This is an optimization exercise on Yosys and OpenROAD, whose aim is small area, not a production implementation. Function was checked by simulation only, so behaviour that the tests miss may differ from the original.

$ cat design/flow/config.mk
export PLATFORM = sky130hd
export DESIGN_NAME = window_clipped_box_coverage_core
export DESIGN_NICKNAME = window_clipped_box_coverage_core
export VERILOG_FILES = /design/flow/design.v
export SDC_FILE = /design/flow/constraint.sdc
export NUM_CORES = 4
export LEC_CHECK = 0
export CAP_MARGIN = 20
export CORE_MARGIN = 2
export CORE_UTILIZATION = 40
export SLEW_MARGIN = 20
$ cat design/flow/constraint.sdc
create_clock -name core_clock -period 10.0 [get_ports {clk}]
set_input_delay 2.0000 -clock core_clock [delete_from_list [all_inputs] [get_ports {clk}]]
set_output_delay 2.0000 -clock core_clock [all_outputs]
set_load 0.01 [all_outputs]
$ cat design/flow/design.v
`timescale 1ns / 1ps
package wcbc_pkg;
  localparam int MAX_DIM_DEF   = 4096;
  localparam int AREA_BITS_DEF = 40;
  localparam int CRD_W      = 15;    
  localparam int RA_W       = 17;
  localparam int CNT_W      = 16;
  localparam int OUT_AREA_W = 40;
  localparam int RATIO_W    = 24;
  localparam int FRAC_W     = 16;
  localparam int QDEPTH     = 2;
  localparam int CFG_ADDR_W = 4;
  localparam int CFG_DATA_W = 32;
  localparam logic [RA_W-1:0]  ONE_Q16 = 17'h10000;
  localparam logic [CNT_W-1:0] CNT_MAX = 16'hFFFF;
  localparam logic [1:0] CMD_BEGIN = 2'd0;
  localparam logic [1:0] CMD_BOX   = 2'd1;
  localparam logic [1:0] CMD_END   = 2'd2;
  localparam logic [1:0] REG_ROOT_ALPHA  = 2'd0;
  localparam logic [1:0] REG_AREA_THR    = 2'd1;
  localparam logic [1:0] REG_COUNT_THR   = 2'd2;
  localparam logic [RA_W-1:0]  ROOT_ALPHA_RST = 17'd65536;
  localparam logic [RA_W-1:0]  AREA_THR_RST   = 17'd32768;
  localparam logic [CNT_W-1:0] COUNT_THR_RST  = 16'd10;
  typedef enum logic [1:0] {
    OP_BEGIN = 2'd0,
    OP_BOX   = 2'd1,
    OP_END   = 2'd2
  } op_t;
  typedef struct packed {
    logic [1:0]  command;
    logic [12:0] image_width;
    logic [12:0] image_height;
    logic [11:0] box_left;
    logic [11:0] box_top;
    logic [12:0] box_width;
    logic [12:0] box_height;
  } in_item_t;
  typedef struct packed {
    logic                  full_screen;
    logic [CNT_W-1:0]      boxes_inside;
    logic [OUT_AREA_W-1:0] covered_area;
    logic [RATIO_W-1:0]    area_ratio;
  } out_item_t;
  typedef struct packed {
    logic [RA_W-1:0]  root_alpha;
    logic [RA_W-1:0]  area_threshold;
    logic [CNT_W-1:0] count_threshold;
  } cfg_t;
  typedef struct packed {
    op_t              op;
    logic [CRD_W-1:0] x0;
    logic [CRD_W-1:0] y0;
    logic [CRD_W-1:0] x1;
    logic [CRD_W-1:0] y1;
  } q_entry_t;
  typedef struct packed {
    logic full;
    logic not_empty;
  } q_stat_t;
endpackage
`timescale 1ns / 1ps
module wcbc_front #(
  parameter int MAX_DIM = wcbc_pkg::MAX_DIM_DEF
) (
  input  logic     in_valid,
  input  wcbc_pkg::in_item_t in_item,
  output logic     in_stall,
  input  wcbc_pkg::q_stat_t  q_stat,
  output logic     push,
  output wcbc_pkg::q_entry_t ent
);
  logic             acc;
  logic [wcbc_pkg::CRD_W-1:0] w_cap;
  logic [wcbc_pkg::CRD_W-1:0] h_cap;
  assign in_stall = q_stat.full;
  assign acc      = in_valid && !q_stat.full;
  assign w_cap = ({2'b00, in_item.image_width} > wcbc_pkg::CRD_W'(MAX_DIM)) ?
                 wcbc_pkg::CRD_W'(MAX_DIM) : wcbc_pkg::CRD_W'(in_item.image_width);
  assign h_cap = ({2'b00, in_item.image_height} > wcbc_pkg::CRD_W'(MAX_DIM)) ?
                 wcbc_pkg::CRD_W'(MAX_DIM) : wcbc_pkg::CRD_W'(in_item.image_height);
  always_comb begin
    push   = 1'b0;
    ent.op = wcbc_pkg::OP_END;
    ent.x0 = '0;
    ent.y0 = '0;
    ent.x1 = '0;
    ent.y1 = '0;
    case (in_item.command)
      wcbc_pkg::CMD_BEGIN: begin
        push   = acc;
        ent.op = wcbc_pkg::OP_BEGIN;
        ent.x1 = w_cap;
        ent.y1 = h_cap;
      end
      wcbc_pkg::CMD_BOX: begin
        push   = acc;
        ent.op = wcbc_pkg::OP_BOX;
        ent.x0 = wcbc_pkg::CRD_W'(in_item.box_left);
        ent.y0 = wcbc_pkg::CRD_W'(in_item.box_top);
        ent.x1 = wcbc_pkg::CRD_W'(in_item.box_left) + wcbc_pkg::CRD_W'(in_item.box_width);
        ent.y1 = wcbc_pkg::CRD_W'(in_item.box_top) + wcbc_pkg::CRD_W'(in_item.box_height);
      end
      wcbc_pkg::CMD_END: begin
        push   = acc;
        ent.op = wcbc_pkg::OP_END;
      end
      default: begin
        push = 1'b0;   
      end
    endcase
  end
endmodule
`timescale 1ns / 1ps
module wcbc_queue (
  input  logic     clk,
  input  logic     rst_n,
  input  logic     push,
  input  wcbc_pkg::q_entry_t ent_in,
  input  logic     pop,
  output wcbc_pkg::q_entry_t head,
  output wcbc_pkg::q_stat_t  q_stat
);
  localparam int PTR_W = $clog2(wcbc_pkg::QDEPTH);
  logic [2+4*wcbc_pkg::CRD_W-1:0]    mem_r [0:wcbc_pkg::QDEPTH-1];
  logic [PTR_W-1:0] wr_ptr_r;
  logic [PTR_W-1:0] rd_ptr_r;
  logic [PTR_W:0]   cnt_r;
  assign head             = mem_r[rd_ptr_r];
  assign q_stat.full      = (cnt_r == (PTR_W+1)'(wcbc_pkg::QDEPTH));
  assign q_stat.not_empty = (cnt_r != '0);
  always_ff @(posedge clk) begin
    if (!rst_n) begin
      wr_ptr_r <= '0;
      rd_ptr_r <= '0;
      cnt_r    <= '0;
    end else begin
      if (push) begin
        wr_ptr_r <= wr_ptr_r + 1'b1;
      end
      if (pop) begin
        rd_ptr_r <= rd_ptr_r + 1'b1;
      end
      if (push && !pop) begin
        cnt_r <= cnt_r + 1'b1;
      end else if (pop && !push) begin
        cnt_r <= cnt_r - 1'b1;
      end
    end
  end
  always_ff @(posedge clk) begin
    if (push) begin
      mem_r[wr_ptr_r] <= ent_in;
    end
  end
endmodule
`timescale 1ns / 1ps
module wcbc_div #(
  parameter int AREA_BITS = wcbc_pkg::AREA_BITS_DEF,
  parameter int DEN_W     = 25
) (
  input  logic                 clk,
  input  logic                 rst_n,
  input  logic                 start,
  input  logic [AREA_BITS-1:0] num,
  input  logic [DEN_W-1:0]     den,
  output logic                 busy,
  output logic [wcbc_pkg::RATIO_W-1:0]   quot
);
  localparam int PRE_W  = wcbc_pkg::RATIO_W - wcbc_pkg::FRAC_W;
  localparam int CMP_W  = (AREA_BITS > DEN_W + PRE_W) ? AREA_BITS : DEN_W + PRE_W;
  localparam int STEP_W = $clog2(wcbc_pkg::RATIO_W);
  logic [CMP_W-1:0]   num_ext;
  logic [CMP_W-1:0]   den_sh;
  logic               sat;
  logic               busy_r;
  logic [STEP_W-1:0]  step_r;
  logic [DEN_W-1:0]   den_r;
  logic [DEN_W-1:0]   rem_r;
  logic [wcbc_pkg::RATIO_W-1:0] dq_r;
  logic [DEN_W:0]     trial;
  logic [DEN_W:0]     diff;
  logic               ge;
  assign num_ext = CMP_W'(num);
  assign den_sh  = CMP_W'(den) << PRE_W;
  assign sat     = (den == '0) || (num_ext >= den_sh);
  assign trial = {rem_r, dq_r[wcbc_pkg::RATIO_W-1]};
  assign ge    = (trial >= {1'b0, den_r});
  assign diff  = trial - {1'b0, den_r};
  assign busy = busy_r;
  assign quot = dq_r;
  always_ff @(posedge clk) begin
    if (!rst_n) begin
      busy_r <= 1'b0;
      step_r <= '0;
    end else if (start) begin
      busy_r <= !sat;
      step_r <= STEP_W'(wcbc_pkg::RATIO_W - 1);
    end else if (busy_r) begin
      if (step_r == '0) begin
        busy_r <= 1'b0;
      end
      step_r <= step_r - 1'b1;
    end
  end
  always_ff @(posedge clk) begin
    if (start) begin
      den_r <= den;
      rem_r <= DEN_W'(num_ext >> PRE_W);
      dq_r  <= sat ? {wcbc_pkg::RATIO_W{1'b1}} : {num_ext[PRE_W-1:0], {wcbc_pkg::FRAC_W{1'b0}}};
    end else if (busy_r) begin
      rem_r <= ge ? diff[DEN_W-1:0] : trial[DEN_W-1:0];
      dq_r  <= {dq_r[wcbc_pkg::RATIO_W-2:0], ge};
    end
  end
endmodule
`timescale 1ns / 1ps
module wcbc_back #(
  parameter int MAX_DIM   = wcbc_pkg::MAX_DIM_DEF,
  parameter int AREA_BITS = wcbc_pkg::AREA_BITS_DEF
) (
  input  logic      clk,
  input  logic      rst_n,
  input  wcbc_pkg::cfg_t      cfg,
  input  wcbc_pkg::q_entry_t  head,
  input  wcbc_pkg::q_stat_t   q_stat,
  output logic      pop,
  input  logic      out_stall,
  output logic      out_valid,
  output wcbc_pkg::out_item_t out_item
);
  localparam int DIM_W = $clog2(MAX_DIM + 1);
  localparam int WA_W  = $clog2(MAX_DIM * MAX_DIM + 1);
  localparam int PA_W  = 2 * DIM_W;
  localparam int EP_W  = wcbc_pkg::RA_W + 1 + DIM_W;
  localparam int RA2_W = 2 * wcbc_pkg::FRAC_W + 1;
  localparam int WP_W  = 2 * wcbc_pkg::FRAC_W + WA_W;
  localparam int SUM_W = ((AREA_BITS > PA_W) ? AREA_BITS : PA_W) + 1;
  localparam int TP_W  = wcbc_pkg::RA_W + WA_W;
  localparam int SH_W  = AREA_BITS + wcbc_pkg::FRAC_W;
  localparam int CMP_W = (SH_W > TP_W) ? SH_W : TP_W;
  typedef enum logic [8:0] {
    S_IDLE    = 9'b000000001,
    S_BEG_A   = 9'b000000010,
    S_BEG_B   = 9'b000000100,
    S_BOX_MUL = 9'b000001000,
    S_BOX_ADD = 9'b000010000,
    S_END_A   = 9'b000100000,
    S_END_B   = 9'b001000000,
    S_DIV     = 9'b010000000,
    S_OUT     = 9'b100000000
  } state_t;
  state_t state_r, state_nxt;
  wcbc_pkg::q_entry_t             ent_r;
  logic [DIM_W-1:0]     win_l_r, win_t_r, win_r_r, win_b_r;
  logic [WA_W-1:0]      win_area_r;
  logic [AREA_BITS-1:0] area_sum_r;
  logic [wcbc_pkg::CNT_W-1:0]     box_count_r;
  logic [RA2_W-1:0]     ra2_r;
  logic [WA_W-1:0]      wh_r;
  logic [DIM_W-1:0]     dx_r, dy_r;
  logic                 hit_r;
  logic [PA_W-1:0]      aprod_r;
  logic [TP_W-1:0]      thr_r;
  logic                 area_ok_r;
  logic                 out_valid_r;
  wcbc_pkg::out_item_t            out_item_r;
  logic [wcbc_pkg::CRD_W-1:0] cl, cr, ct, cb;
  logic [wcbc_pkg::CRD_W-1:0] wl, wr, wt, wb;
  logic             hit;
  logic [wcbc_pkg::RA_W-1:0]     ra;
  logic [wcbc_pkg::RA_W-1:0]     lo;
  logic [wcbc_pkg::RA_W:0]       hi;
  logic [DIM_W-1:0]    iw, ih;
  logic [EP_W-1:0]     p_lw, p_hw, p_lh, p_hh;
  logic [2*wcbc_pkg::RA_W-1:0]   p_ra2;
  logic [PA_W-1:0]     p_wh;
  logic [WP_W-1:0]     p_wa;
  logic [SUM_W-1:0] sum_ext;
  logic             sum_sat;
  logic             div_start;
  logic             div_busy;
  logic [wcbc_pkg::RATIO_W-1:0] div_quot;
  logic             load_out;
  assign wl = wcbc_pkg::CRD_W'(win_l_r);
  assign wr = wcbc_pkg::CRD_W'(win_r_r);
  assign wt = wcbc_pkg::CRD_W'(win_t_r);
  assign wb = wcbc_pkg::CRD_W'(win_b_r);
  assign cl = (head.x0 > wl) ? head.x0 : wl;
  assign cr = (head.x1 < wr) ? head.x1 : wr;
  assign ct = (head.y0 > wt) ? head.y0 : wt;
  assign cb = (head.y1 < wb) ? head.y1 : wb;
  assign hit = (cl < cr) && (ct < cb);
  assign ra = (cfg.root_alpha > wcbc_pkg::ONE_Q16) ? wcbc_pkg::ONE_Q16 : cfg.root_alpha;
  assign lo = wcbc_pkg::ONE_Q16 - ra;
  assign hi = {1'b0, wcbc_pkg::ONE_Q16} + {1'b0, ra};
  assign iw = ent_r.x1[DIM_W-1:0];
  assign ih = ent_r.y1[DIM_W-1:0];
  assign p_lw  = EP_W'(lo) * EP_W'(iw);
  assign p_hw  = EP_W'(hi) * EP_W'(iw);
  assign p_lh  = EP_W'(lo) * EP_W'(ih);
  assign p_hh  = EP_W'(hi) * EP_W'(ih);
  assign p_ra2 = (2*wcbc_pkg::RA_W)'(ra) * (2*wcbc_pkg::RA_W)'(ra);
  assign p_wh  = PA_W'(iw) * PA_W'(ih);
  assign p_wa  = WP_W'(ra2_r[2*wcbc_pkg::FRAC_W-1:0]) * WP_W'(wh_r);
  assign sum_ext = SUM_W'(area_sum_r) + SUM_W'(aprod_r);
  assign sum_sat = sum_ext > SUM_W'({AREA_BITS{1'b1}});
  assign div_start = (state_r == S_END_A);
  assign load_out  = (state_r == S_OUT) && (!out_valid_r || !out_stall);
  always_comb begin
    state_nxt = state_r;
    pop       = 1'b0;
    case (state_r)
      S_IDLE: begin
        if (q_stat.not_empty) begin
          pop = 1'b1;
          case (head.op)
            wcbc_pkg::OP_BEGIN: state_nxt = S_BEG_A;
            wcbc_pkg::OP_BOX:   state_nxt = S_BOX_MUL;
            wcbc_pkg::OP_END:   state_nxt = S_END_A;
            default:  state_nxt = S_IDLE;
          endcase
        end
      end
      S_BEG_A:   state_nxt = S_BEG_B;
      S_BEG_B:   state_nxt = S_IDLE;
      S_BOX_MUL: state_nxt = S_BOX_ADD;
      S_BOX_ADD: state_nxt = S_IDLE;
      S_END_A:   state_nxt = S_END_B;
      S_END_B:   state_nxt = S_DIV;
      S_DIV: begin
        if (!div_busy) begin
          state_nxt = S_OUT;
        end
      end
      S_OUT: begin
        if (load_out) begin
          state_nxt = S_IDLE;
        end
      end
      default: state_nxt = S_IDLE;
    endcase
  end
  always_ff @(posedge clk) begin
    if (!rst_n) begin
      state_r     <= S_IDLE;
      win_l_r     <= '0;
      win_t_r     <= '0;
      win_r_r     <= '0;
      win_b_r     <= '0;
      win_area_r  <= '0;
      area_sum_r  <= '0;
      box_count_r <= '0;
      out_valid_r <= 1'b0;
    end else begin
      state_r <= state_nxt;
      if (state_r == S_BEG_A) begin
        win_l_r     <= p_lw[wcbc_pkg::FRAC_W+1 +: DIM_W];
        win_r_r     <= p_hw[wcbc_pkg::FRAC_W+1 +: DIM_W];
        win_t_r     <= p_lh[wcbc_pkg::FRAC_W+1 +: DIM_W];
        win_b_r     <= p_hh[wcbc_pkg::FRAC_W+1 +: DIM_W];
        area_sum_r  <= '0;
        box_count_r <= '0;
      end
      if (state_r == S_BEG_B) begin
        win_area_r <= ra2_r[2*wcbc_pkg::FRAC_W] ? wh_r : p_wa[2*wcbc_pkg::FRAC_W +: WA_W];
      end
      if ((state_r == S_BOX_ADD) && hit_r) begin
        if (box_count_r != wcbc_pkg::CNT_MAX) begin
          box_count_r <= box_count_r + 1'b1;
        end
        area_sum_r <= sum_sat ? {AREA_BITS{1'b1}} : sum_ext[AREA_BITS-1:0];
      end
      if (load_out) begin
        out_valid_r <= 1'b1;
      end else if (!out_stall) begin
        out_valid_r <= 1'b0;
      end
    end
  end
  always_ff @(posedge clk) begin
    if (pop) begin
      ent_r <= head;
      hit_r <= hit;
      dx_r  <= DIM_W'(cr - cl);
      dy_r  <= DIM_W'(cb - ct);
    end
    if (state_r == S_BEG_A) begin
      ra2_r <= p_ra2[RA2_W-1:0];
      wh_r  <= p_wh[WA_W-1:0];
    end
    if (state_r == S_BOX_MUL) begin
      aprod_r <= PA_W'(dx_r) * PA_W'(dy_r);
    end
    if (state_r == S_END_A) begin
      thr_r <= TP_W'(cfg.area_threshold) * TP_W'(win_area_r);
    end
    if (state_r == S_END_B) begin
      area_ok_r <= (CMP_W'(area_sum_r) << wcbc_pkg::FRAC_W) > CMP_W'(thr_r);
    end
    if (load_out) begin
      out_item_r.full_screen  <= area_ok_r && (box_count_r > cfg.count_threshold);
      out_item_r.boxes_inside <= box_count_r;
      out_item_r.covered_area <= wcbc_pkg::OUT_AREA_W'(area_sum_r);
      out_item_r.area_ratio   <= div_quot;
    end
  end
  wcbc_div #(
    .AREA_BITS (AREA_BITS),
    .DEN_W     (WA_W)
  ) u_div (
    .clk   (clk),
    .rst_n (rst_n),
    .start (div_start),
    .num   (area_sum_r),
    .den   (win_area_r),
    .busy  (div_busy),
    .quot  (div_quot)
  );
  assign out_valid = out_valid_r;
  assign out_item  = out_item_r;
endmodule
`timescale 1ns / 1ps
module window_clipped_box_coverage_core #(
  parameter int MAX_DIM   = wcbc_pkg::MAX_DIM_DEF,
  parameter int AREA_BITS = wcbc_pkg::AREA_BITS_DEF
) (
  input  logic                  clk,
  input  logic                  rst_n,
  input  logic                  in_valid,
  input  logic [77:0]           in_item,
  output logic                  in_stall,
  output logic                  out_valid,
  output logic [80:0]           out_item,
  input  logic                  out_stall,
  input  logic                  cfg_psel,
  input  logic                  cfg_penable,
  input  logic                  cfg_pwrite,
  input  logic [wcbc_pkg::CFG_ADDR_W-1:0] cfg_paddr,
  input  logic [wcbc_pkg::CFG_DATA_W-1:0] cfg_pwdata,
  output logic [wcbc_pkg::CFG_DATA_W-1:0] cfg_prdata,
  output logic                  cfg_pready
);
  wcbc_pkg::cfg_t     cfg_r;
  logic     cfg_wr;
  logic [1:0] reg_idx;
  logic     push;
  logic     pop;
  wcbc_pkg::q_entry_t ent_in;
  wcbc_pkg::q_entry_t head;
  wcbc_pkg::q_stat_t  q_stat;
  wcbc_pkg::in_item_t  in_item_s;
  wcbc_pkg::out_item_t out_item_s;
  assign in_item_s = wcbc_pkg::in_item_t'(in_item);
  assign out_item  = out_item_s;
  assign cfg_pready = 1'b1;
  assign cfg_wr     = cfg_psel && cfg_penable && cfg_pwrite && cfg_pready;
  assign reg_idx    = cfg_paddr[3:2];
  always_ff @(posedge clk) begin
    if (!rst_n) begin
      cfg_r.root_alpha      <= wcbc_pkg::ROOT_ALPHA_RST;
      cfg_r.area_threshold  <= wcbc_pkg::AREA_THR_RST;
      cfg_r.count_threshold <= wcbc_pkg::COUNT_THR_RST;
    end else if (cfg_wr) begin
      case (reg_idx)
        wcbc_pkg::REG_ROOT_ALPHA: cfg_r.root_alpha      <= cfg_pwdata[wcbc_pkg::RA_W-1:0];
        wcbc_pkg::REG_AREA_THR:   cfg_r.area_threshold  <= cfg_pwdata[wcbc_pkg::RA_W-1:0];
        wcbc_pkg::REG_COUNT_THR:  cfg_r.count_threshold <= cfg_pwdata[wcbc_pkg::CNT_W-1:0];
        default: ;
      endcase
    end
  end
  always_comb begin
    case (reg_idx)
      wcbc_pkg::REG_ROOT_ALPHA: cfg_prdata = wcbc_pkg::CFG_DATA_W'(cfg_r.root_alpha);
      wcbc_pkg::REG_AREA_THR:   cfg_prdata = wcbc_pkg::CFG_DATA_W'(cfg_r.area_threshold);
      wcbc_pkg::REG_COUNT_THR:  cfg_prdata = wcbc_pkg::CFG_DATA_W'(cfg_r.count_threshold);
      default:        cfg_prdata = '0;
    endcase
  end
  wcbc_front #(
    .MAX_DIM (MAX_DIM)
  ) u_front (
    .in_valid (in_valid),
    .in_item  (in_item_s),
    .in_stall (in_stall),
    .q_stat   (q_stat),
    .push     (push),
    .ent      (ent_in)
  );
  wcbc_queue u_queue (
    .clk    (clk),
    .rst_n  (rst_n),
    .push   (push),
    .ent_in (ent_in),
    .pop    (pop),
    .head   (head),
    .q_stat (q_stat)
  );
  wcbc_back #(
    .MAX_DIM   (MAX_DIM),
    .AREA_BITS (AREA_BITS)
  ) u_back (
    .clk       (clk),
    .rst_n     (rst_n),
    .cfg       (cfg_r),
    .head      (head),
    .q_stat    (q_stat),
    .pop       (pop),
    .out_stall (out_stall),
    .out_valid (out_valid),
    .out_item  (out_item_s)
  );
endmodule
$ cat design/flow/run.sh
#!/bin/bash
# synth_recipe.tcl (not shown) runs the flow's synth.tcl, then flattens the netlist and writes it again
# the make line also repeats each setting of config.mk as NAME=value (left out here)
make -C /OpenROAD-flow-scripts/flow DESIGN_CONFIG=/design/flow/config.mk WORK_HOME=/design/flow/orfs CLKGATE_MAP_FILE= SYNTH_SCRIPT=/design/flow/synth_recipe.tcl finish
==> run notes <==
-- layer usage --
| layer | global-route usage (%) | wire length, um |
|---|---|---|
| met5 | 0 | 0 |
| met4 | 5.697 | 8703 |
| met3 | 2.217 | 16350 |
| met2 | 36.84 | 149900 |
| met1 | 30.52 | 139900 |
-- how the worst max path moves through the flow --
stage | end | slack (ns)
after global placement | u_back.win_area_r[22]$_SDFFE_PN0N_ | 1.18
after CTS | u_back.win_area_r[23]$_SDFFE_PN0N_ | 1.13
after detailed placement | u_back.win_area_r[21]$_SDFFE_PN0N_ | 1.18
final | u_back.win_area_r[23]$_SDFFE_PN0N_ | 1.21
after floorplan | u_back.win_t_r[12]$_SDFFE_PN0P_ | 3.00
after global routing | u_back.win_l_r[12]$_SDFFE_PN0P_ | 0.90
-- cell type report --
type	instances	area, sq um
Sequential cell	646	17360
Multi-Input combinational cell	8631	86360
Antenna cell	2	5.005
Clock inverter	48	536.8
Tap cell	3781	4731
Fill cell	28040	163000
Clock buffer	95	2046
Inverter	2587	9718
Timing Repair Buffer	449	3919
-- cells in the mapped netlist (12+ instances only) --
| cell type | count |
|---|---|
| a21oi_1 | 409 |
| o31ai_1 | 17 |
| a221oi_1 | 12 |
| a21boi_0 | 13 |
| dfxtp_1 | 204 |
| clkbuf_1 | 602 |
| ha_1 | 1070 |
| xnor2_1 | 200 |
| a211o_1 | 15 |
| o21ai_0 | 201 |
| and2_1 | 1024 |
| or2_2 | 15 |
| xor2_1 | 90 |
| mux2i_1 | 84 |
| nand3_1 | 109 |
| a31oi_1 | 32 |
| a211oi_1 | 52 |
| a22o_1 | 19 |
| nand4_1 | 50 |
| nand2_1 | 1895 |
| nor3_1 | 65 |
| buf_1 | 14 |
| o22ai_1 | 19 |
| nor4_1 | 26 |
| o21a_1 | 73 |
| and3_1 | 37 |
| o21bai_1 | 40 |
| buf_4 | 18 |
| inv_1 | 2584 |
| nand2b_1 | 48 |
| nor3b_1 | 19 |
| mux2_2 | 103 |
| fa_1 | 2132 |
| o211ai_1 | 23 |
| edfxtp_1 | 442 |
| a311oi_1 | 19 |
| a21o_1 | 131 |
| or3_1 | 28 |
| nor2b_1 | 87 |
| nor2_1 | 269 |
-- worst reg2reg max path, cell delays in order, from the launching register on --
cell	delay, ns
edfxtp_1	1.00
buf_4	0.45
nand2_1	0.12
fa_1	0.50
fa_1	0.51
fa_1	0.44
fa_1	0.54
inv_1	0.05
fa_1	0.48
fa_1	0.56
inv_1	0.06
fa_1	0.53
inv_1	0.04
ha_1	0.32
a21o_1	0.19
a21oi_1	0.13
o21ai_0	0.30
a2111oi_2	0.85
o21ai_1	0.38
a31oi_1	0.39
a21oi_1	0.21
a31oi_1	0.30
o21ai_0	0.16
a211oi_1	0.24
-- flip-flops by register name (all words and copies together), names as in the netlist, 16 cells and up, named ones only --
name / cells
u_queue.mem_r: 108
u_back.out_item_r: 81
cfg_r: 50
u_back.thr_r: 42
u_back.area_sum_r: 40
u_back.ra2_r: 32
u_back.aprod_r: 26
u_back.ent_r: 26
u_back.u_div.den_r: 25
u_back.u_div.rem_r: 25
u_back.wh_r: 25
u_back.win_area_r: 25
u_back.u_div.dq_r: 24
u_back.box_count_r: 16
-- kinds of logic (layout without fill, tap and decap cells) --
group                      Yosys count  after routing  share of synthesized area (%)
and+or+nand+nor                   3723           3723                          15.41
adders and majority gates         3202           3202                          48.54
xor gates and xnor gates           290            290                          2.199
muxes                              187            187                          1.732
AOI/OAI and AO/OA                 1177           1177                          6.477
DFF                                646            646                          15.03
buffers and inverters             3231           3179                          10.60
other                                2             54                       0.006502
-- through the flow --
stage	hold slack, ns	setup WS [ns]	cell area (sq um)	util (%)
6_report	0.4520	1.213	124700	43.34
5_1_grt	0.4638	0.8972	124700	43.34
4_1_cts	0.4506	1.134	124700	43.34
3_5_place_dp	0.4359	1.181	122100	42.44
3_3_place_gp	0.4343	1.178	122100	42.44
2_1_floorplan	0.4064	2.998	115700	-
==> impl_metrics.toml <==
[place]
gp_congestion = 0.8909
io_buffers = 203
dp_cells = 16090
dp_hpwl_um = 243500

[yosys]
ys_ff_latch = 646
synth_top_area_cell = "fa_1"
yosys_warnings = 5
syn_avg_cell_area_sq_um = 9.272
synth_edf_count = 442
synth_ff_type = "edfxtp_1"
synth_cells = 12460
synth_area_leaders = "fa_1 37%, ha_1 12%, edfxtp_1 11%, inv_1 8.4%, nand2_1 6.2%"
synth_top_area_share_pct = 36.95
syn_area_sq_um = 115500
ys_async_sr_fraction_pct = 0
synth_cell_types = 87
yosysSeqAreaShare_pct = 15.03

[timing]
min_period_ns = 8.787
tightestPinTransition_ns = 1.178
slew_violations = 0
rsz0062_at_grt = "no"
tns_ns = 0
fin_skew_ns = 0.04682
hold_viol = 0
setup_violations = 0
fmax_mhz = 113.8
finalCritPeriodShare_pct = 87.87
relSlewSlack_pct = 21.36

[worst_hold_path]
min_to = "u_back.out_item_r[8]$_DFFE_PP_"
min_path_cells = 0
hp-class = "flip-flop to flip-flop"
hp-start = "u_back.u_div.dq_r[8]$_DFFE_PP_"

[grt]
grt_usage_pct = 22.04
grt_max_degree = 82
antenna_found_initial = 9
first_global_vias = 87600
grt_overflow_total = 0
grt_pass1_wl_um = 505900

[layout]
finalNonFillerCells = 16240
drive_gt1_share_pct = 4.440
fin_nets = 15720
mostFrequentLayoutCells = "2583 x inv_1, 2132 x fa_1, 1895 x nand2_1"
mostFrequentLayoutCell = "inv_1"
area_growth_pct = 7.942

[clock_network]
cts.repair.resized = 0
cts_tree = "built"
cts_setup_buffers = 0
cts_buffer_depth = 3
cts_root_buf = "clkbuf_16"
path_clk_slew_ns = 0.06
clock_latency_ns = 0.74
cts.sinks = 646
cts_made_buffers = 77
cts_htree_levels = 3
cts_hold_buf = 0

[worst_setup_path]
crit_cells = 23
crit_start = "u_back.wh_r[12]$_DFFE_PP_"
path_cells = "buf_4 > nand2_1 > fa_1 > fa_1 > fa_1 > fa_1 > inv_1 > fa_1 > fa_1 > inv_1 > fa_1 > inv_1 > ha_1 > a21o_1 > a21oi_1 > o21ai_0 > a2111oi_2 > o21ai_1 > a31oi_1 > a21oi_1 > a31oi_1 > o21ai_0 > a211oi_1"
cp_max_fo = 17
critPathTopFamily = "adder cells"
ff2ff_path_depth = 23
slowest_stage = "edfxtp_1"
worst_ep_required_time_ns = 10.62
cpPeakStageDelay_ns = 1.00
ff2ff_setup_slack_ns = 1.21
start_kind = "flip-flop"
cp_common_cell = "fa_1"
r2r_end = "u_back.win_area_r[23]$_SDFFE_PN0N_"
crit_type = "flip-flop to flip-flop"
rr_startpoint = "u_back.wh_r[12]$_DFFE_PP_"
end_kind = "flip-flop"
worst-path-buf-inv = 4
worstPathArrival_ns = 9.40

[floorplan]
dieWidth_um = 541.4
die_h_um = 541.4
core_area_sq_um = 287700
die_area_sq_um = 293100
num_rows = 197
initial_utilization_pct = 40.16
io_pins = 237

[outcome]
status = "timing/DRC/antenna clean"

[route]
wirelength_um = 314900
ant_nets = 0
via_count = 83230
post-route-drc-count = 0
detail_route.iter0.violations = 5190
vias_per_cell = 5.125
dr.pass1.iters = 6
wl_per_cell_um = 19.39

[job]
max_cap_viol_count = 0

## afterwards: timing with drivers on the ports
Ports are ideal in the flow. The routed layout listed here was re-timed in OpenROAD.
Step 1 sets driving cells, clkbuf_16 on the clock port and buf_2 on the other inputs (assumed; they add their load-dependent delay and slew).
Step 2, shift: input delay + t, output delay - t, t = (earliest + latest rising clock arrival at the registers) / 2. This alone moves slack from input paths to output paths.
Slacks: ideal / step 1 / step 2; pairs: ideal / step 1.
shift t [ns]: 0.806
setup slack, ns: 1.213 / 1.213 / 1.213
pins driven straight from the clock port: 1
After both steps this run still meets setup and hold. The setup slack of this run moves by 0.000 ns with the drivers and by 0.000 ns with both steps.
